Source: an optimization exercise on an open RTL-to-GDS flow (aim: small area, a short achievable clock period and few clock cycles per item). Production flows keep margins and buffers that such runs may drop.
RTL that was checked went through simulation tests only; none was proved equivalent to the original.
Power figures rest on the tool's default switching activity, not on a simulated workload.

Design ai_density_engine, start of the top module:
module ai_density_engine #(
    parameter int                     GRID       = 10,
    parameter int                     NUM_SHIPS  = 5,
    parameter logic [4*NUM_SHIPS-1:0] SHIP_LENS  = {4'd2, 4'd3, 4'd3, 4'd4, 4'd5},
    parameter int                     CW         = 8,
    parameter int                     HIT_WEIGHT = 4
) (
    input  logic                  clock,
    input  logic                  reset,
    input  logic [1:0]            addr,
    input  logic                  write_en,
    input  logic [GRID*GRID-1:0]  data_in,
    output logic                  wait_request,
    output logic [GRID*GRID+3:0]  data_out
);
    localparam int N = 100;
    logic [N-1:0] fired;       
    logic [N-1:0] hit;
    logic [4:0]   ships;
    logic         busy;
    logic [3:0]   rcnt;
    logic         res_valid;
    logic [6:0]   res_idx;
    logic [7:0]   res_max;
    logic         start;
    logic [3:0]   row;
    assign start = !busy && write_en && (addr == 2'd0);
    assign row   = busy ? rcnt : 4'd0;
    logic [3:0] vfb [10], vhb [10], vfa [10], vha [10];
    logic [3:0] vob, voa;
    always_comb begin
        for (int d = 1; d <= 4; d++) begin
            vob[d-1] = !(int'(row) >= d);
            voa[d-1] = !(int'(row) + d <= 9);
        end
        for (int c = 0; c < 10; c++) begin
            for (int d = 1; d <= 4; d++) begin
                vfb[c][d-1] = fired[(10-d)*10+c]; vhb[c][d-1] = hit[(10-d)*10+c];
                vfa[c][d-1] = fired[d*10+c];      vha[c][d-1] = hit[d*10+c];
            end
        end
    end
    logic [9:0][8:0] dh;
    logic [9:0]      dsum [10];
    if (1) begin : g_row
        logic [9:0] f, h;
        logic       s5, s4, s3a, s3b, s2;
        assign f   = fired[9:0];
        assign h   = hit[9:0];
        assign s5  = ships[0];
        assign s4  = ships[1];
        assign s3a = ships[2];
        assign s3b = ships[3];
        assign s2  = ships[4];
        logic v2_0;
        logic v2_1;
        logic v2_2;
        logic v2_3;
        logic v2_4;
        logic v2_5;
        logic v2_6;
        logic v2_7;
        logic v2_8;
        logic v3_0;
        logic v3_1;
        logic v3_2;
        logic v3_3;
        logic v3_4;
        logic v3_5;
        logic v3_6;
        logic v3_7;
        logic v4_0;
        logic v4_1;
        logic v4_2;
        logic v4_3;
        logic v4_4;
        logic v4_5;
  ...
export LEC_CHECK = 0
export ABC_AREA = 1
export CAP_MARGIN = 60
export CORE_MARGIN = 2
export CORE_UTILIZATION = 60
export SLEW_MARGIN = 60
export SYNTH_HIERARCHICAL = 1
create_clock -name core_clock -period 70.0 [get_ports {clock}]
standard.sh (not shown) runs the stock make flow with config.mk's settings and CLKGATE_MAP_FILE= SYNTH_SCRIPT=/design/flow/synth_recipe.tcl, a recipe that flattens the netlist after the stock synthesis.
==> flow/flow/run.sh <==
#!/bin/bash
# Standard layout, with the port buffers made from buf_2 cells instead of the
# default choice of buffer_ports.
set -o pipefail
export BUFFER_PORTS_ARGS="-buffer_cell sky130_fd_sc_hd__buf_2"
bash standard.sh 2>&1 | tee standard.log
Testbench counts at the start, summed over its fixed seeds: cycles 2,688, queries 192.
Edit:
--- a/flow/design.v
+++ b/flow/design.v
@@ -14,39 +14,56 @@
     output logic s,
     output logic co
 );
     assign s  = a ^ b;
     assign co = a & b;
 endmodule
 module ai_keep (
     input  logic alive,
     input  logic v,
     input  logic s,
     input  logic nany,
-    output logic one,
+    output logic onen,
     output logic next
 );
-    assign one  = alive & (v | s);
+    assign onen = ~(alive & (v | s));
     assign next = alive & (v | s | nany);
 endmodule
 module ai_sel3 (
     input  logic a,
     input  logic sa,
     input  logic b,
     input  logic sb,
     input  logic c,
     input  logic sc,
     output logic y
 );
     assign y = (a & sa) | (b & sb) | (c & sc);
 endmodule
+module ai_read_lo (
+    input  logic [1:0]  addr,
+    input  logic [15:0] res,
+    input  logic [15:0] fired,
+    input  logic [15:0] hit,
+    input  logic [4:0]  ships,
+    output logic [15:0] d
+);
+    always_comb begin
+        case (addr)
+            2'd0:    d = res;
+            2'd1:    d = fired;
+            2'd2:    d = hit;
+            default: d = {11'd0, ships};
+        endcase
+    end
+endmodule
 module ai_density_engine #(
     parameter int                     GRID       = 10,
     parameter int                     NUM_SHIPS  = 5,
     parameter logic [4*NUM_SHIPS-1:0] SHIP_LENS  = {4'd2, 4'd3, 4'd3, 4'd4, 4'd5},
     parameter int                     CW         = 8,
     parameter int                     HIT_WEIGHT = 4
 ) (
     input  logic                  clock,
     input  logic                  reset,
     input  logic [1:0]            addr,
     input  logic                  write_en,
@@ -2059,74 +2076,73 @@
         ai_fa u_t113 (.a(t108), .b(t109), .c(t111), .s(t113), .co(t114));
         ai_fa u_t115 (.a(hin[7]), .b(t110), .c(t112), .s(t115), .co(t116));
         ai_ha u_t117 (.a(t114), .b(t115), .s(t117), .co(t118));
         ai_fa u_t119 (.a(hin[8]), .b(t116), .c(t118), .s(t119), .co(t120));
         assign d = {t120, t119, t117, t113, t107, t97, t83, t69, t57, t55};
         assign dsum[c] = d;
     end
     logic [10:0] cand;
     logic [10:0] sat;
     logic [7:0]  val [11];
     logic [10:0] alive [9];
-    logic [10:0] one [8];
+    logic [10:0] onen [8];
     logic [7:0]  nany;
     logic [7:0]  bmax;
     logic        bfound;
     logic [6:0]  bidx;
     always_comb begin
         cand[0] = busy & res_valid;
         val[0]  = res_max;
         sat[0]  = 1'b0;
         for (int c = 0; c < 10; c++) begin
             cand[c+1] = !fired[c];
             val[c+1]  = dsum[c][7:0];
             sat[c+1]  = dsum[c][9] | dsum[c][8];
         end
     end
     assign alive[8] = cand;
     for (genvar b = 7; b >= 0; b--) begin : g_lvl
         for (genvar j = 0; j < 11; j++) begin : g_cand
             ai_keep u_keep (.alive(alive[b+1][j]), .v(val[j][b]), .s(sat[j]), .nany(nany[b]),
-                .one(one[b][j]), .next(alive[b][j]));
+                .onen(onen[b][j]), .next(alive[b][j]));
         end
-        assign bmax[b] = |one[b];
-        assign nany[b] = ~bmax[b];
+        assign nany[b] = &onen[b];
+        assign bmax[b] = ~nany[b];
     end
     always_comb begin
         logic [3:0] col;
         logic       inrow;
         bfound = |cand;
         col    = '0;
         inrow  = 1'b0;
         for (int j = 10; j >= 1; j--)
             if (alive[0][j]) begin
                 col   = 4'(j - 1);
                 inrow = 1'b1;
             end
         if (alive[0][0]) bidx = res_idx;
         else if (inrow)  bidx = 7'(row * 10 + col);
         else             bidx = 7'd127;
     end
-    logic sel0, sel1, sel2, sel3;
-    assign sel0 = (addr == 2'd0);
+    logic sel1, sel2;
     assign sel1 = (addr == 2'd1);
     assign sel2 = (addr == 2'd2);
-    assign sel3 = (addr == 2'd3);
+    logic [15:0] res_word;
+    logic [15:0] rd_lo;
+    assign res_word = {res_valid, res_idx, res_max};
+    ai_read_lo u_rd_lo (.addr(addr), .res(res_word), .fired(fired[15:0]), .hit(hit[15:0]),
+        .ships(ships), .d(rd_lo));
     always_comb begin
-        logic [15:0] res_word;
-        res_word = {res_valid, res_idx, res_max};
-        for (int i = 0; i < N; i++) begin
+        for (int i = 0; i < N; i++)
             data_out[i] = (sel1 & fired[i]) | (sel2 & hit[i]);
-            if (i < 16) data_out[i] = data_out[i] | (sel0 & res_word[i]);
-            if (i < 5)  data_out[i] = data_out[i] | (sel3 & ships[i]);
-        end
+        data_out[15:0]  = rd_lo;
         data_out[N+3:N] = '0;
     end
     assign wait_request = busy;
     logic         rot;
     logic         clr;
     logic         ld_fired, ld_hit;
     logic [9:0]   keep;
     assign rot      = busy | start;
     assign ld_fired = !busy && write_en && addr == 2'd1;
     assign ld_hit   = !busy && write_en && addr == 2'd2;
     assign keep     = {10{~clr}};
The changed run completed without violations; die area barely changes; setup slack loses 0.69 ns; area after synthesis is about the same; total power went up by 1.2%; final cell count went down by 0.48%; core utilization went down by 0.12 points; sequential share of layout area stays flat.
For the second run of this note, only the layout was checked, not whether the RTL still works.

* * *

Setup of job 101:
Another version of the RTL of ai_density_engine (not shown whole).
Size in the first run: about 4,200 cells after synthesis, ~230 flip-flops, ~38,000 µm² of cells after synthesis.
==> module ai_keep, before the edit <==
module ai_keep (
    input  logic alive,
    input  logic v,
    input  logic s,
    input  logic nany,
    output logic one,
    output logic next
);
    assign one  = alive & (v | s);
    assign next = alive & (v | s | nany);
endmodule
==> module ai_density_engine, before the edit <==
module ai_density_engine #(
    parameter int                     GRID       = 10,
    parameter int                     NUM_SHIPS  = 5,
    parameter logic [4*NUM_SHIPS-1:0] SHIP_LENS  = {4'd2, 4'd3, 4'd3, 4'd4, 4'd5},
    parameter int                     CW         = 8,
    parameter int                     HIT_WEIGHT = 4
) (
    input  logic                  clock,
    input  logic                  reset,
    input  logic [1:0]            addr,
    input  logic                  write_en,
    input  logic [GRID*GRID-1:0]  data_in,
    output logic                  wait_request,
    output logic [GRID*GRID+3:0]  data_out
);
    localparam int N = 100;
    logic [N-1:0] fired;       
    logic [N-1:0] hit;
    logic [4:0]   ships;
    logic         busy;
    logic [3:0]   rcnt;
    logic         res_valid;
    logic [6:0]   res_idx;
    logic [7:0]   res_max;
    logic         start;
    logic [3:0]   row;
    assign start = !busy && write_en && (addr == 2'd0);
    assign row   = busy ? rcnt : 4'd0;
    logic [3:0] vfb [10], vhb [10], vfa [10], vha [10];
    logic [3:0] vob, voa;
    always_comb begin
        for (int d = 1; d <= 4; d++) begin
            vob[d-1] = !(int'(row) >= d);
            voa[d-1] = !(int'(row) + d <= 9);
        end
        for (int c = 0; c < 10; c++) begin
            for (int d = 1; d <= 4; d++) begin
                vfb[c][d-1] = fired[(10-d)*10+c]; vhb[c][d-1] = hit[(10-d)*10+c];
                vfa[c][d-1] = fired[d*10+c];      vha[c][d-1] = hit[d*10+c];
            end
        end
    end
    logic [9:0][8:0] dh;
    logic [9:0]      dsum [10];
    ai_density_row u_h (.f(fired[9:0]), .h(hit[9:0]), .s5(ships[0]), .s4(ships[1]), .s3a(ships[2]),
        .s3b(ships[3]), .s2(ships[4]), .d(dh));
    for (genvar c = 0; c < 10; c++) begin : g_cell
        ai_density_col u_v (.fb(vfb[c]), .hb(vhb[c]), .fa(vfa[c]), .ha(vha[c]), .ob(vob), .oa(voa),
            .hs(hit[c]), .s5(ships[0]), .s4(ships[1]), .s3a(ships[2]), .s3b(ships[3]),
            .s2(ships[4]), .hin(dh[c]), .d(dsum[c]));
    end
    logic [10:0] cand;
    logic [10:0] sat;
    logic [7:0]  val [11];
    logic [10:0] alive [9];
    logic [10:0] one [8];
    logic [7:0]  nany;
    logic [7:0]  bmax;
    logic        bfound;
    logic [6:0]  bidx;
    always_comb begin
        cand[0] = busy & res_valid;
        val[0]  = res_max;
        sat[0]  = 1'b0;
        for (int c = 0; c < 10; c++) begin
            cand[c+1] = !fired[c];
            val[c+1]  = dsum[c][7:0];
            sat[c+1]  = dsum[c][9] | dsum[c][8];
        end
    end
    assign alive[8] = cand;
    for (genvar b = 7; b >= 0; b--) begin : g_lvl
        for (genvar j = 0; j < 11; j++) begin : g_cand
            ai_keep u_keep (.alive(alive[b+1][j]), .v(val[j][b]), .s(sat[j]), .nany(nany[b]),
                .one(one[b][j]), .next(alive[b][j]));
        end
        assign bmax[b] = |one[b];
        assign nany[b] = ~bmax[b];
    end
    always_comb begin
        logic [3:0] col;
        logic       inrow;
        bfound = |cand;
        col    = '0;
        inrow  = 1'b0;
        for (int j = 10; j >= 1; j--)
            if (alive[0][j]) begin
                col   = 4'(j - 1);
                inrow = 1'b1;
            end
        if (alive[0][0]) bidx = res_idx;
        else if (inrow)  bidx = 7'(row * 10 + col);
        else             bidx = 7'd127;
    end
    logic sel0, sel1, sel2, sel3;
    assign sel0 = (addr == 2'd0);
    assign sel1 = (addr == 2'd1);
    assign sel2 = (addr == 2'd2);
    assign sel3 = (addr == 2'd3);
    always_comb begin
        logic [15:0] res_word;
        res_word = {res_valid, res_idx, res_max};
        for (int i = 0; i < N; i++) begin
            data_out[i] = (sel1 & fired[i]) | (sel2 & hit[i]);
            if (i < 16) data_out[i] = data_out[i] | (sel0 & res_word[i]);
            if (i < 5)  data_out[i] = data_out[i] | (sel3 & ships[i]);
        end
        data_out[N+3:N] = '0;
    end
    assign wait_request = busy;
    logic         rot;
    logic         clr;
    logic         ld_fired, ld_hit;
    logic [9:0]   keep;
    assign rot      = busy | start;
    assign ld_fired = !busy && write_en && addr == 2'd1;
    assign ld_hit   = !busy && write_en && addr == 2'd2;
    assign keep     = {10{~clr}};
    always_ff @(posedge clock) begin
        if (ld_fired | rot)
            fired <= (data_in & {N{ld_fired}}) | ({fired[9:0] & keep, fired[N-1:10]} & {N{rot}});
        if (ld_hit | rot)
            hit <= (data_in & {N{ld_hit}}) | ({hit[9:0] & keep, hit[N-1:10]} & {N{rot}});
    end
    always_ff @(posedge clock) begin
        if (reset) begin
            busy      <= 1'b1;
            clr       <= 1'b1;
            rcnt      <= '0;
            ships     <= '0;
            res_valid <= 1'b0;
            res_idx   <= '0;
            res_max   <= '0;
        end else begin
            if (!busy && write_en && addr == 2'd3) ships <= data_in[4:0];
            if (rot) begin
                rcnt <= row + 4'd1;
                busy <= (row != 4'd9);
                if (row == 4'd9) clr <= 1'b0;
                if (!clr) begin
                    res_valid <= bfound;
                    res_idx   <= bidx;
                    res_max   <= bmax;
                end
            end
        end
    end
endmodule
make LEC_CHECK=0 ABC_AREA=1 CAP_MARGIN=60 CORE_MARGIN=2 CORE_UTILIZATION=60 SLEW_MARGIN=60 SYNTH_HIERARCHICAL=1 finish   # period 70.0 ns
run.sh (not shown) runs the stock make flow with config.mk's settings and CLKGATE_MAP_FILE= SYNTH_SCRIPT=/design/flow/synth_recipe.tcl, a recipe that flattens the netlist after the stock synthesis.
Stock flow here: none of the scripts above is used.
Job 101 finished every step from synthesis to the final layout, and the layout passed the timing, design-rule and antenna checks.
Testbench counts of job 101, summed over its fixed seeds: cycles 2,688, queries 192.
Input-level comparison between job 102 and job 101:
--- a/flow/design.v
+++ b/flow/design.v
@@ -1993,19 +1993,8 @@
     ai_ha u_t117 (.a(t114), .b(t115), .s(t117), .co(t118));
     ai_fa u_t119 (.a(hin[8]), .b(t116), .c(t118), .s(t119), .co(t120));
     assign d = {t120, t119, t117, t113, t107, t97, t83, t69, t57, t55};
 endmodule
-module ai_keep (
-    input  logic alive,
-    input  logic v,
-    input  logic s,
-    input  logic nany,
-    output logic one,
-    output logic next
-);
-    assign one  = alive & (v | s);
-    assign next = alive & (v | s | nany);
-endmodule
 module ai_density_engine #(
     parameter int                     GRID       = 10,
     parameter int                     NUM_SHIPS  = 5,
     parameter logic [4*NUM_SHIPS-1:0] SHIP_LENS  = {4'd2, 4'd3, 4'd3, 4'd4, 4'd5},
@@ -2056,49 +2045,33 @@
             .hs(hit[c]), .s5(ships[0]), .s4(ships[1]), .s3a(ships[2]), .s3b(ships[3]),
             .s2(ships[4]), .hin(dh[c]), .d(dsum[c]));
     end
     logic [10:0] cand;
-    logic [10:0] sat;
     logic [7:0]  val [11];
-    logic [10:0] alive [9];
-    logic [10:0] one [8];
-    logic [7:0]  nany;
+    logic [10:0] alive;
     logic [7:0]  bmax;
     logic        bfound;
     logic [6:0]  bidx;
     always_comb begin
         cand[0] = busy & res_valid;
         val[0]  = res_max;
-        sat[0]  = 1'b0;
         for (int c = 0; c < 10; c++) begin
             cand[c+1] = !fired[c];
-            val[c+1]  = dsum[c][7:0];
-            sat[c+1]  = dsum[c][9] | dsum[c][8];
+            val[c+1]  = (dsum[c][9:8] != 2'b00) ? 8'hff : dsum[c][7:0];
         end
-    end
-    assign alive[8] = cand;
-    for (genvar b = 7; b >= 0; b--) begin : g_lvl
-        for (genvar j = 0; j < 11; j++) begin : g_cand
-            ai_keep u_keep (.alive(alive[b+1][j]), .v(val[j][b]), .s(sat[j]), .nany(nany[b]),
-                .one(one[b][j]), .next(alive[b][j]));
+        alive = cand;
+        for (int b = 7; b >= 0; b--) begin
+            logic [10:0] one;
+            for (int j = 0; j < 11; j++) one[j] = alive[j] & val[j][b];
+            bmax[b] = |one;
+            if (|one) alive = one;
         end
-        assign bmax[b] = |one[b];
-        assign nany[b] = ~bmax[b];
-    end
-    always_comb begin
-        logic [3:0] col;
-        logic       inrow;
         bfound = |cand;
-        col    = '0;
-        inrow  = 1'b0;
+        bidx   = 7'd127;
         for (int j = 10; j >= 1; j--)
-            if (alive[0][j]) begin
-                col   = 4'(j - 1);
-                inrow = 1'b1;
-            end
-        if (alive[0][0]) bidx = res_idx;
-        else if (inrow)  bidx = 7'(row * 10 + col);
-        else             bidx = 7'd127;
+            if (alive[j]) bidx = 7'(row * 10 + j - 1);
+        if (alive[0]) bidx = res_idx;
+        if (!bfound) bmax = '0;
     end
     logic sel0, sel1, sel2, sel3;
     assign sel0 = (addr == 2'd0);
     assign sel1 = (addr == 2'd1);
@@ -2123,12 +2096,12 @@
     assign ld_fired = !busy && write_en && addr == 2'd1;
     assign ld_hit   = !busy && write_en && addr == 2'd2;
     assign keep     = {10{~clr}};
     always_ff @(posedge clock) begin
-        if (ld_fired | rot)
-            fired <= (data_in & {N{ld_fired}}) | ({fired[9:0] & keep, fired[N-1:10]} & {N{rot}});
-        if (ld_hit | rot)
-            hit <= (data_in & {N{ld_hit}}) | ({hit[9:0] & keep, hit[N-1:10]} & {N{rot}});
+        if (ld_fired)     fired <= data_in;
+        else if (rot)     fired <= {fired[9:0] & keep, fired[N-1:10]};
+        if (ld_hit)       hit <= data_in;
+        else if (rot)     hit <= {hit[9:0] & keep, hit[N-1:10]};
     end
     always_ff @(posedge clock) begin
         if (reset) begin
             busy      <= 1'b1;
- Job 102 was carried through to the last stage, and its layout satisfied the timing, design-rule and antenna checks.
- Summed instance area of the synthesized netlist: job 102 > job 101
- On mean instance size in the synthesized netlist: job 102 sits below job 101.
- From job 101 to job 102 the numbers moved as follows: total routed wirelength has increased, maximum number of pins on one net before global-route repair has increased.
- Worst setup slack before clock tree synthesis came out lower on job 102 than on job 101.
- Changes observed in job 102 relative to job 101: number of rows in the core area now sits higher; final worst-path setup slack now sits lower; number of antenna violations at the first check in global routing now sits lower.
- Job 102 reports its critical path launch point as addr[1] while job 101 reports addr[0].
The RTL of job 102 was laid out without a check of its function.

re-timing with driven ports:
In the flow no input, the clock included, has a driving cell. The finished layouts below were timed again as built, in two steps. Step 1: set_driving_cell puts a clkbuf_16 on clock and a buf_2 on each other input, an assumption about the parent block. Step 2 moves the port delays by t, midway between the first and last clock arrival at a register: inputs arrive t later, outputs are due t later. That takes back most of the time a late clock gives input paths. Slacks: ideal ports / drivers / drivers and shift; pairs: ideal ports / drivers.
| run | t (ns) | setup slack, ns | worst hold slack (ns) |
|---|---|---|---|
| the first run of note 1 | 0.607 | 40.397 / 40.361 / 40.361 | 0.457 / 0.457 / 0.457 |
| the second run of note 1 | 0.623 | 39.703 / 39.683 / 39.683 | 0.481 / 0.481 / 0.481 |
| job 101 | 0.599 | 39.540 / 39.509 / 39.509 | 0.475 / 0.475 / 0.475 |
| job 102 | 0.628 | 39.471 / 39.445 / 39.445 | 0.474 / 0.474 / 0.474 |
After both steps setup and hold are still met in every run listed. The setup slack of the first run of note 1, which loses most, moves by -0.036 ns with the drivers and by -0.036 ns with both steps.
